This design comes from an exercise in tuning for small area and a short achievable clock period on the open sky130 flow, not from production work.
Where RTL was checked, it was by simulation tests only, not by an equivalence proof against the original.
No activity file was given, so power comes from the tool's default toggle rates.

==> inputs of run a <==
Design conv3x3_pe, start of the top module:
module conv3x3_pe #(
    parameter int SHIFT = 4,
    parameter int ACC_W = 21
) (
    input  logic         clk,
    input  logic         rst,
    input  logic [7:0]   p00,
    input  logic [7:0]   p01,
    input  logic [7:0]   p02,
    input  logic [7:0]   p10,
    input  logic [7:0]   p11,
    input  logic [7:0]   p12,
    input  logic [7:0]   p20,
    input  logic [7:0]   p21,
    input  logic [7:0]   p22,
    input  logic         window_valid,
    input  logic         w_load,
    input  logic [3:0]   w_idx,
    input  logic [7:0]   w_data,
    output logic [7:0]   out_pixel,
    output logic         out_valid,
    output logic [15:0]  out_count
);
clock: 5.5 ns
lec_check: 0
abc_area: 1
cap_margin: 20
core_margin: 2
core_utilization: 55
cts_cluster_diameter: 120
cts_cluster_size: 20
place_density: 0.7
setup_slack_margin: 2.1
slew_margin: 20
synth_hierarchical: 1
synth_minimum_keep_size: 0
standard.sh (not shown) runs the stock make flow with config.mk's settings and CLKGATE_MAP_FILE= SYNTH_SCRIPT=/design/flow/synth_recipe.tcl, a recipe that flattens the netlist after the stock synthesis.
==> flow/flow/run.sh <==
#!/bin/bash
# Own flow: the standard layout (standard.sh: the standard synthesis and
# ORFS steps, unchanged), except that the port buffers buffer_ports inserts
# during global placement are plain buf_1 cells instead of the default pick.
set -euo pipefail
export BUFFER_PORTS_ARGS="-buffer_cell sky130_fd_sc_hd__buf_1"
bash standard.sh > standard_flow.log 2>&1
==> inputs of run b, as changes to run a <==
==> flow/config.mk (replaced) <==
export PLATFORM = sky130hd
export DESIGN_NAME = conv3x3_pe
export DESIGN_NICKNAME = conv3x3_pe
export VERILOG_FILES = /design/flow/design.v
export SDC_FILE = /design/flow/constraint.sdc
export NUM_CORES = 4
export LEC_CHECK = 0
export ABC_CLOCK_PERIOD_IN_PS = 2000
export CAP_MARGIN = 20
export CORE_MARGIN = 2
export CORE_UTILIZATION = 40
export CTS_CLUSTER_DIAMETER = 120
export CTS_CLUSTER_SIZE = 20
export SETUP_SLACK_MARGIN = 1.8
export SLEW_MARGIN = 20
export SYNTH_HIERARCHICAL = 1
export SYNTH_MINIMUM_KEEP_SIZE = 0
==> inputs of run c, as changes to run a <==
--- a/flow/design.v
+++ b/flow/design.v
@@ -109,20 +109,19 @@
             wenc[3*m]   = b0 ^ bm;
             wenc[3*m+1] = (b1 & ~b0 & ~bm) | (~b1 & b0 & bm);
             wenc[3*m+2] = b1 & ~(b0 & bm);
         end
     end
+    logic [11:0] wenc_r, wenc_r4;
+    logic [7:0]  wd_r;
+    assign wenc_r  = rst ? 12'h000 : wenc;
+    assign wenc_r4 = rst ? 12'h040 : wenc;
+    assign wd_r    = rst ? 8'h00 : wd_q;
     always_ff @(posedge clk) begin
-        if (rst) begin
-            for (int i = 0; i < 9; i++) kb_q[i] <= '0;
-            kb_q[4] <= 12'h040;
-            bias_q  <= '0;
-        end else begin
-            for (int i = 0; i < 9; i++)
-                if (wl_q && wi_q == 4'(i)) kb_q[i] <= wenc;
-            if (wl_q && wi_q == 4'd9) bias_q <= wd_q;
-        end
+        for (int i = 0; i < 9; i++)
+            if (rst || (wl_q && wi_q == 4'(i))) kb_q[i] <= (i == 4) ? wenc_r4 : wenc_r;
+        if (rst || (wl_q && wi_q == 4'd9)) bias_q <= wd_r;
     end
     csa_fa u_t1 (.a(kb_q[0][2]), .b(kb_q[1][2]), .c(kb_q[2][2]), .s(t1), .co(t2));
     csa_fa u_t3 (.a(kb_q[3][2]), .b(kb_q[4][2]), .c(kb_q[5][2]), .s(t3), .co(t4));
     csa_fa u_t5 (.a(kb_q[6][2]), .b(kb_q[7][2]), .c(kb_q[8][2]), .s(t5), .co(t6));
     csa_fa u_t7 (.a(bias_q[0]), .b((((kb_q[0][0] & px_q[0][0])) ^ kb_q[0][2])), .c((((kb_q[1][0] & px_q[1][0])) ^ kb_q[1][2])), .s(t7), .co(t8));
==> flow/config.mk (replaced) <==
export PLATFORM = sky130hd
export DESIGN_NAME = conv3x3_pe
export DESIGN_NICKNAME = conv3x3_pe
export VERILOG_FILES = /design/flow/design.v
export SDC_FILE = /design/flow/constraint.sdc
export NUM_CORES = 4
export LEC_CHECK = 0
export ABC_CLOCK_PERIOD_IN_PS = 2000
export CAP_MARGIN = 20
export CORE_MARGIN = 2
export CORE_UTILIZATION = 55
export CTS_CLUSTER_DIAMETER = 130
export CTS_CLUSTER_SIZE = 24
export PLACE_DENSITY = 0.7
export SETUP_SLACK_MARGIN = 2.3
export SLEW_MARGIN = 20
export SYNTH_HIERARCHICAL = 1
export SYNTH_MINIMUM_KEEP_SIZE = 0
==> inputs of run d, as changes to run a <==
==> flow/config.mk (replaced) <==
export PLATFORM = sky130hd
export DESIGN_NAME = conv3x3_pe
export DESIGN_NICKNAME = conv3x3_pe
export VERILOG_FILES = /design/flow/design.v
export SDC_FILE = /design/flow/constraint.sdc
export NUM_CORES = 4
export LEC_CHECK = 0
export ABC_CLOCK_PERIOD_IN_PS = 2000
export CAP_MARGIN = 20
export CORE_MARGIN = 2
export CORE_UTILIZATION = 65
export CTS_CLUSTER_DIAMETER = 120
export CTS_CLUSTER_SIZE = 20
export PLACE_DENSITY = 0.8
export SETUP_SLACK_MARGIN = 2.1
export SLEW_MARGIN = 20
export SYNTH_HIERARCHICAL = 1
export SYNTH_MINIMUM_KEEP_SIZE = 0
==> comparison <==
In sequential power, run b and run a hardly differ.
In clock power, run a and run d hardly differ.
Sequential cell count is the same in run a and run d.
Against run b, the first-iteration DRC count of run c is higher by about 9%.
The RTL of run c was laid out without a check of its function.

---

==> v8: inputs <==
Another version of the RTL of conv3x3_pe (not shown whole).
export LEC_CHECK = 0
export ABC_CLOCK_PERIOD_IN_PS = 2000
export CAP_MARGIN = 20
export CORE_MARGIN = 2
export CORE_UTILIZATION = 40
export SETUP_SLACK_MARGIN = 1.4
export SLEW_MARGIN = 20
export SYNTH_HIERARCHICAL = 1
export SYNTH_MINIMUM_KEEP_SIZE = 0
create_clock -name core_clock -period 5.5 [get_ports {clk}]
Scripts as last shown in full above: flow/flow/run.sh
==> v25: changes against v8 <==
--- a/flow/design.v
+++ b/flow/design.v
@@ -790,30 +790,39 @@
     logic        c11_q, ok0_q, ok1_q, sg0_q, sg1_q, b0_q, b1_q;
     logic        ok, sg, b11;
     assign na = ~acc_a;
     assign nb = ~acc_b;
     assign lo = {1'b0, na[10:0]} + {1'b0, nb[10:0]};
     assign h0 = na[19:11] + nb[19:11];
     assign h1 = {na[19:11], 1'b1} + {nb[19:11], 1'b1};
+    logic [8:0] hx, hy, ht;
+    logic       z0, z1, m0, m1;
+    assign hx = na[19:11];
+    assign hy = nb[19:11];
+    assign ht = hx ^ hy;
+    assign z0 = &(ht[8:1] ~^ (hx[7:0] | hy[7:0])) && !ht[0];
+    assign z1 = &(ht[8:1] ~^ (hx[7:0] | hy[7:0])) &&  ht[0];
+    assign m0 = &(ht[8:1] ^ (hx[7:0] & hy[7:0])) &&  ht[0];
+    assign m1 = &(ht[8:1] ^ (hx[7:0] & hy[7:0])) && !ht[0];
     always_ff @(posedge clk) begin
         if (rst) begin
             lo_q  <= '0;
             c11_q <= 1'b0;
             ok0_q <= 1'b1;
             ok1_q <= 1'b1;
             sg0_q <= 1'b0;
             sg1_q <= 1'b0;
             b0_q  <= 1'b0;
             b1_q  <= 1'b0;
             cnt_q <= '0;
         end else if (v2_q) begin
             lo_q  <= lo[10:4];
             c11_q <= lo[11];
-            ok0_q <= (h0 == 9'h000) || (h0 == 9'h1ff);
-            ok1_q <= (h1[9:1] == 9'h000) || (h1[9:1] == 9'h1ff);
+            ok0_q <= z0 || m0;
+            ok1_q <= z1 || m1;
             sg0_q <= h0[8];
             sg1_q <= h1[9];
             b0_q  <= h0[0];
             b1_q  <= h1[1];
             cnt_q <= cnt_q + 16'd1;
         end
     end
==> summary.txt <==
- Between v25 and v8, the lower total power is in v25 (gap about 14%, measured against v8).
- Clock power: v25 is higher than v8 (about 12%).
- First-iteration DRC count: v25 is larger than v8 (about 2%).
- In non-clock buffer count, v25 and v8 do not differ.
- In critical path depth, v25 and v8 do not differ.
- Of v8 and v25, v8 has the higher via count (gap about 2.3%, measured against v25).
==> figures <==
	v25	v8
Critical path endpoint	ok1_q	ok0_q
Met2 wire len	33.3 mm	33.3 mm
Setup slack of the critical path after layout	1.27 ns	1.08 ns
Post-Route WL	69.5 mm	73.1 mm
Tmin final	4.23 ns	4.42 ns
Clock latency at the later pin of the worst-skew pair	0.57 ns	0.56 ns
Worst setup slack for register-to-register paths	1.27 ns	1.08 ns
Seq/Total Area, Yosys	0.251	0.250
Outcome	finished clean	finished clean
Cell count after placement	2734	2750
Share of cells above drive strength 1	0.0425	0.0461
Fmax achieved	237 MHz	226 MHz
Post-Synthesis Cells	2017	2037
Function was not checked in any run of this note: the RTL went through the layout flow alone.

---

==> v12: inputs <==
conv3x3_pe, a different RTL version from the one above (not shown whole).
clock: 5.5 ns
lec_check: 0
abc_clock_period_in_ps: 2000
cap_margin: 20
core_margin: 2
core_utilization: 40
setup_slack_margin: 1.8
slew_margin: 20
synth_hierarchical: 1
synth_minimum_keep_size: 0
Scripts as last shown in full above: flow/flow/run.sh
==> inputs of v36, as changes to v12 <==
Settings changed: SETUP_SLACK_MARGIN 1.8 to 2.1.
==> inputs of v4, as changes to v12 <==
--- a/flow/design.v
+++ b/flow/design.v
@@ -782,42 +782,46 @@
     end
     assign acc_a = {1'b1, t1120, t1121, t1117, t1113, t1102, t1094, t1082, t1070, t1069, t1044, t1034, t1026, t1020, t1017, r2_q[11], r2_q[6], r2_q[4], r2_q[2], r2_q[0]};
     assign acc_b = {1'b0, t1122, 1'b0, 1'b0, 1'b0, t1107, t1101, t1093, t1081, 1'b0, t1055, t1043, t1033, t1025, t1019, t1015, r2_q[7], r2_q[5], r2_q[3], r2_q[1]};
     logic [19:0] na, nb;
     logic [11:0] lo;
     logic [6:0]  lo_q;
     logic        c11_q;
-    logic [8:0]  hx_q, hy_q, ht, hs;
+    logic [8:0]  ht_q;
+    logic [7:0]  hu_q, hw_q;
+    logic [8:0]  cy;
     logic        zz, mm, ok;
     assign na = ~acc_a;
     assign nb = ~acc_b;
     assign lo = {1'b0, na[10:0]} + {1'b0, nb[10:0]};
     always_ff @(posedge clk) begin
         if (rst) begin
             lo_q  <= '0;
             c11_q <= 1'b0;
-            hx_q  <= '0;
-            hy_q  <= '0;
+            ht_q  <= '0;
+            hu_q  <= '0;
+            hw_q  <= '0;
             cnt_q <= '0;
         end else if (v2_q) begin
             lo_q  <= lo[10:4];
             c11_q <= lo[11];
-            hx_q  <= na[19:11];
-            hy_q  <= nb[19:11];
+            ht_q  <= na[19:11] ^ nb[19:11];
+            hu_q  <= na[18:11] | nb[18:11];
+            hw_q  <= na[18:11] & nb[18:11];
             cnt_q <= cnt_q + 16'd1;
         end
     end
-    assign ht = hx_q ^ hy_q;
-    assign zz = &(ht ~^ {hx_q[7:0] | hy_q[7:0], c11_q});
-    assign mm = &(ht ^ {hx_q[7:0] & hy_q[7:0], c11_q});
+    assign zz = &(ht_q ~^ {hu_q, c11_q});
+    assign mm = &(ht_q ^ {hw_q, c11_q});
     assign ok = zz || mm;
-    logic [9:0] hsum;
-    assign hsum = {hx_q, 1'b1} + {hy_q, c11_q};
-    assign hs = hsum[9:1];
-    assign out_pixel = ok ? {hs[0], lo_q} : (hs[8] ? 8'h80 : 8'h7f);
+    always_comb begin
+        cy[0] = c11_q;
+        for (int i = 0; i < 8; i++) cy[i+1] = hw_q[i] | (ht_q[i] & cy[i]);
+    end
+    assign out_pixel = ok ? {ht_q[0] ^ c11_q, lo_q} : ((ht_q[8] ^ cy[8]) ? 8'h80 : 8'h7f);
     assign out_valid = v3_q;
     assign out_count = cnt_q;
 endmodule
 module csa_fa (
     input  logic a,
     input  logic b,
     input  logic c,
==> inputs of v19, as changes to v12 <==
Settings changed: SETUP_SLACK_MARGIN 1.8 to 1.4.
==> summary.md <==
| Metric | Value |
|---|---|
| Run status | no timing/DRC/antenna violations |
| Crit-path cells | ha_1, inv_1, fa_1, nand4b_1, nor3_4, nor2_4, buf_12, mux2i_1, buf_2 |
| Vias per std cell | 5.28 |
| Reg power frac | around two fifths |
| Synth Cell Area | 0.0230 mm2 |
| Setup ws final | 1.83 ns |
| Clock buffer count from CTS | 39 |
| Crit path depth | 9 |
| Fraction of the mapped netlist area in compound gates | between 1.5 and 2% |
| Overall die width | about 240 um |
| Routed wl met3 | 5.18 mm |
(the above is from v12)
==> summary.md <==
| Metric | Value |
|---|---|
| Run status | no timing/DRC/antenna violations |
| Vias per std cell | 5.31 |
| Routed wl met3 | 4.70 mm |
| Reg power frac | 37.8% |
| Fraction of the mapped netlist area in compound gates | 1.96% |
| Setup ws final | approximately 1.8 ns |
| Crit-path cells | nand2_1, fa_1, fa_1, fa_1, fa_1, fa_1, fa_1 |
| Overall die width | between 200 and 250 um |
(the above is from v4)
==> summary.md <==
| Metric | Value |
|---|---|
| Reg power frac | around two fifths |
| Vias per std cell | roughly 5.3 |
| Fraction of the mapped netlist area in compound gates | 1.67% |
| Run status | no timing/DRC/antenna violations |
| Crit path depth | 8 |
| Synth Cell Area | 0.0230 mm2 |
| Setup ws final | 1.89 ns |
| Overall die width | 244 um |
| Crit-path cells | ha_4, inv_2, fa_1, nand4b_1, nor3_4, nor2_4, mux2i_1, buf_2 |
(the above is from v36)
==> summary.md <==
| Metric | Value |
|---|---|
| Synth Cell Area | around 0.023 mm2 |
| Crit path depth | 8 |
| Fraction of the mapped netlist area in compound gates | roughly 1.7% |
| Critical Path RT | approximately 4.4 ns |
| Run status | no timing/DRC/antenna violations |
| Reg power frac | 39.4% |
| Post-Synth XOR/XNOR Area | 1.10% |
| Vias per std cell | between 5 and 6 |
| Most common cell after layout, fill and taps aside | fa_1 |
| Overall die width | 244 um |
| Clock buffer count from CTS | 39 |
| Setup ws final | between 1.5 and 2 ns |
(the above is from v19)
No run of this note included a check of the RTL's function; only the layout flow was run.

[separate check: timing with driven ports]
The results above use ideal ports. As a check the final layouts listed here were re-extracted and re-timed, cells and wires unchanged. Step 1: set_driving_cell puts a clkbuf_16 on clk and a buf_2 on each other input, an assumption about the parent block. Step 2, shift: input delay + t, output delay - t, t = (earliest + latest rising clock arrival at the registers) / 2. This alone moves slack from input paths to output paths. a / b / c = ideal / step 1 / step 2; a / b = the first two.
run	t, ns	setup WS [ns]	worst setup path at the end	latest minus earliest clock arrival (ns)
run a	0.617	2.143 / 2.143 / 2.143	register to register	0.030 / 0.030
run b	0.626	1.941 / 1.916 / 1.941	register to register	0.027 / 0.026
run c	0.601	2.231 / 2.231 / 2.231	register to register	0.025 / 0.024
run d	0.594	2.142 / 2.142 / 2.142	register to register	0.030 / 0.030
v8	0.605	1.077 / 1.077 / 1.077	register to register	0.030 / 0.029
v25	0.610	1.275 / 1.275 / 1.275	register to register	0.032 / 0.032
v12	0.613	1.833 / 1.778 / 1.846	register to register	0.024 / 0.023
v36	0.607	1.888 / 1.835 / 2.139	register to register	0.020 / 0.020
v4	0.615	1.821 / 1.821 / 1.821	register to register	0.021 / 0.021
v19	0.611	1.646 / 1.591 / 1.682	register to register	0.023 / 0.023
After both steps every run listed still meets setup and hold.
